This is an optimization exercise on Yosys and OpenROAD, whose aim is small area and a short achievable clock period, not a production implementation. Only simulation tests tie the RTL to the original design; equivalence was not proved. No activity file was given, so power comes from the tool's default toggle rates.

// mc_rf_top
module mc_rf_top #(
	parameter int NUM_CS = 8
) (
	input  logic clk,
	input  logic rst,
	input  logic bus_cyc_i,
	input  logic bus_stb_i,
	input  logic bus_we_i,
	input  logic [31:0] bus_addr_i,
	input  logic [mc_pkg::DATA_W-1:0] bus_data_i,
	input  logic mc_sts_i,
	input  logic cs_le_i,
	input  logic init_ack_i,
	input  logic lmr_ack_i,
	output logic ack_o,
	output logic [mc_pkg::DATA_W-1:0] rd_data_o,
	output logic wp_err_o,
	output logic [mc_pkg::MAX_CS-1:0] cs_o,
	output logic [mc_pkg::DATA_W-1:0] csc_sel_o,
	output logic [mc_pkg::DATA_W-1:0] tms_sel_o,
	output logic [mc_pkg::MAX_CS-1:0] cs_need_rfr_o,
	output logic [2:0] ref_int_o,
	output logic [7:0] rfr_ps_val_o,
	output logic mc_vpen_o,
	output logic fs_o,
	output logic init_req_o,
	output logic lmr_req_o,
	output logic [mc_pkg::MAX_CS-1:0] spec_req_cs_o
);
	localparam int N = NUM_CS;
	localparam int W = mc_pkg::DATA_W;
	logic reg_sel;
	logic wr_we_q;
	logic [4:0] wr_idx_q;
	assign reg_sel = bus_cyc_i & bus_stb_i & (bus_addr_i[31:29] == mc_pkg::REG_SEL_VAL);
	always_ff @(posedge clk or posedge rst)
	begin
		if (rst)
		begin
			ack_o <= 1'b0;
			wr_we_q <= 1'b0;
  ...
Size: ~2200 cells after synthesis, ~710 flip-flops, roughly 30000 um^2 of cells after synthesis.
clock: 7.0 ns
lec_check: 0
cap_margin: 20
core_margin: 2
core_utilization: 60
cts_buf_list: sky130_fd_sc_hd__clkbuf_8
cts_cluster_diameter: 60
cts_cluster_size: 14
setup_slack_margin: 3.7
slew_margin: 20
standard.sh (not shown) runs the stock make flow with config.mk's settings and CLKGATE_MAP_FILE= SYNTH_SCRIPT=/design/flow/synth_recipe.tcl, a recipe that flattens the netlist after the stock synthesis.
==> flow/flow/run.sh <==
#!/bin/bash
# Standard ORFS layout (standard synthesis script), with resizing free to
# change cell footprints, plain buffers on the ports, and the slow
# single-size a222oi cell kept out of mapping and resizing.
set -euo pipefail
DU="$(cat flow/dont_use.txt)"
bash standard.sh MATCH_CELL_FOOTPRINT=0 "BUFFER_PORTS_ARGS=-buffer_cell sky130_fd_sc_hd__buf_2" "DONT_USE_CELLS=$DU" finish > standard.log 2>&1
==> flow/flow/dont_use.txt <==
sky130_fd_sc_hd__probe_p_8 sky130_fd_sc_hd__probec_p_8 sky130_fd_sc_hd__lpflow_bleeder_1 sky130_fd_sc_hd__lpflow_clkbufkapwr_1 sky130_fd_sc_hd__lpflow_clkbufkapwr_16 sky130_fd_sc_hd__lpflow_clkbufkapwr_2 sky130_fd_sc_hd__lpflow_clkbufkapwr_4 sky130_fd_sc_hd__lpflow_clkbufkapwr_8 sky130_fd_sc_hd__lpflow_clkinvkapwr_1 sky130_fd_sc_hd__lpflow_clkinvkapwr_16 sky130_fd_sc_hd__lpflow_clkinvkapwr_2 sky130_fd_sc_hd__lpflow_clkinvkapwr_4 sky130_fd_sc_hd__lpflow_clkinvkapwr_8 sky130_fd_sc_hd__lpflow_decapkapwr_12 sky130_fd_sc_hd__lpflow_decapkapwr_3 sky130_fd_sc_hd__lpflow_decapkapwr_4 sky130_fd_sc_hd__lpflow_decapkapwr_6 sky130_fd_sc_hd__lpflow_decapkapwr_8 sky130_fd_sc_hd__lpflow_inputiso0n_1 sky130_fd_sc_hd__lpflow_inputiso0p_1 sky130_fd_sc_hd__lpflow_inputiso1n_1 sky130_fd_sc_hd__lpflow_inputiso1p_1 sky130_fd_sc_hd__lpflow_inputisolatch_1 sky130_fd_sc_hd__lpflow_isobufsrc_1 sky130_fd_sc_hd__lpflow_isobufsrc_16 sky130_fd_sc_hd__lpflow_isobufsrc_2 sky130_fd_sc_hd__lpflow_isobufsrc_4 sky130_fd_sc_hd__lpflow_isobufsrc_8 sky130_fd_sc_hd__lpflow_isobufsrckapwr_16 sky130_fd_sc_hd__lpflow_lsbuf_lh_hl_isowell_tap_1 sky130_fd_sc_hd__lpflow_lsbuf_lh_hl_isowell_tap_2 sky130_fd_sc_hd__lpflow_lsbuf_lh_hl_isowell_tap_4 sky130_fd_sc_hd__lpflow_lsbuf_lh_isowell_4 sky130_fd_sc_hd__lpflow_lsbuf_lh_isowell_tap_1 sky130_fd_sc_hd__lpflow_lsbuf_lh_isowell_tap_2 sky130_fd_sc_hd__lpflow_lsbuf_lh_isowell_tap_4 sky130_fd_sc_hd__a222oi_1
Rerun with:
--- a/flow/design.v
+++ b/flow/design.v
@@ -209,64 +209,47 @@
 				if (csc_sdram[i])
 					init_pending[i] <= 1'b1;
 				if (lmr_done[i])
 					lmr_pending[i] <= 1'b0;
 				if (tms_we[i] && need_rfr[i])
 					lmr_pending[i] <= 1'b1;
 			end
 		end
 	end
-	localparam int G = N / 2;
 	logic load;
-	logic [G-1:0] any_g;
-	logic [G-1:0] gsel;
-	logic [G-1:0][W-1:0] csc_p, tms_p;
-	logic [G-1:0] tfill_p;
+	logic [N-1:0] sel;
+	logic [N-1:0] lower;
 	logic tms_fill;
 	logic [W-1:0] csc_d;
 	logic [W-1:0] tms_d;
 	assign load = cs_le_i & bus_cyc_i & bus_stb_i;
-	for (genvar g = 0; g < G; g++)
-	begin : g_pair
-		assign any_g[g] = match[2*g] | match[2*g+1];
-		if (g == G - 1)
-		begin : g_last
-			assign csc_p[g] = match[2*g] ? csc_q[2*g] : (csc_q[2*g+1] & {W{csc_v[2*g+1]}});
-		end
-		else
-		begin : g_mid
-			assign csc_p[g] = match[2*g] ? csc_q[2*g] : csc_q[2*g+1];
-		end
-		assign tms_p[g] = match[2*g] ? tms_q[2*g] : tms_q[2*g+1];
-		assign tfill_p[g] = match[2*g] ? ~tms_v[2*g] : ~tms_v[2*g+1];
-	end
 	always_comb
 	begin
-		for (int g = 0; g < G - 1; g++)
-		begin
-			gsel[g] = any_g[g];
-			for (int h = 0; h < g; h++)
-				gsel[g] = gsel[g] & ~any_g[h];
-		end
-		gsel[G-1] = 1'b1;
-		for (int h = 0; h < G - 1; h++)
-			gsel[G-1] = gsel[G-1] & ~any_g[h];
+		lower[0] = 1'b0;
+		for (int i = 1; i < N; i++)
+			lower[i] = lower[i-1] | match[i-1];
+		for (int i = 0; i < N - 1; i++)
+			sel[i] = match[i] & ~lower[i];
+		sel[N-1] = ~lower[N-1];
 	end
 	always_comb
 	begin
 		csc_d = '0;
 		tms_d = '0;
 		tms_fill = 1'b0;
-		for (int g = 0; g < G; g++)
+		for (int i = 0; i < N; i++)
 		begin
-			csc_d = csc_d | ({W{gsel[g]}} & csc_p[g]);
-			tms_d = tms_d | ({W{gsel[g]}} & tms_p[g]);
-			tms_fill = tms_fill | (gsel[g] & tfill_p[g]);
+			if (i == N - 1)
+				csc_d = csc_d | ({W{sel[i] & csc_v[i]}} & csc_q[i]);
+			else
+				csc_d = csc_d | ({W{sel[i]}} & csc_q[i]);
+			tms_d = tms_d | ({W{sel[i]}} & tms_q[i]);
+			tms_fill = tms_fill | (sel[i] & ~tms_v[i]);
 		end
 		tms_d = tms_d | {W{tms_fill}};
 	end
 	logic [W-1:0] tms_sel_n;
 	assign tms_sel_o = ~tms_sel_n;
 	always_ff @(posedge clk or posedge rst)
 	begin
 		if (rst)
 		begin
After rerunning: Global-route usage rose by 0.95 points. Wire length stays flat. Clock-buffer cell count is lower by 4. Die area decreases by 1.1%. Register-to-register slack gets better by 0.18 ns. Synthesized area is lower by 1.1%. Design area is lower by 1.2%. Cell count decreases by 3.0%. Worst hold slack is about the same. Synthesized cell count goes down by 4.4%. Sequential power stays flat.

## re-timing with driven ports
The flow's constraints put no driver on any port. The routed layouts listed below were extracted and timed again, unchanged, in two steps.
Step 1, drivers: a clkbuf_16 drives clk and a buf_2 each remaining input, both assumed.
Step 2 also shifts input and output timing later by t, the mid clock arrival at the registers, as if the neighbouring blocks saw the same clock.
Three values: ideal, step 1, step 2; two values: the first two.
| run | t, ns | slack for setup (ns) | hold slack, ns |
|---|---|---|---|
| the first run | 0.790 | 3.656 / 3.676 / 2.886 | 0.397 / 0.397 / 0.397 |
| the second run | 0.776 | 3.675 / 3.621 / 2.845 | 0.396 / 0.396 / 0.396 |
After both steps setup and hold are still met in every run listed. For the second run, which loses most, drivers alone change the setup slack by -0.054 ns; drivers and shift together by -0.830 ns.
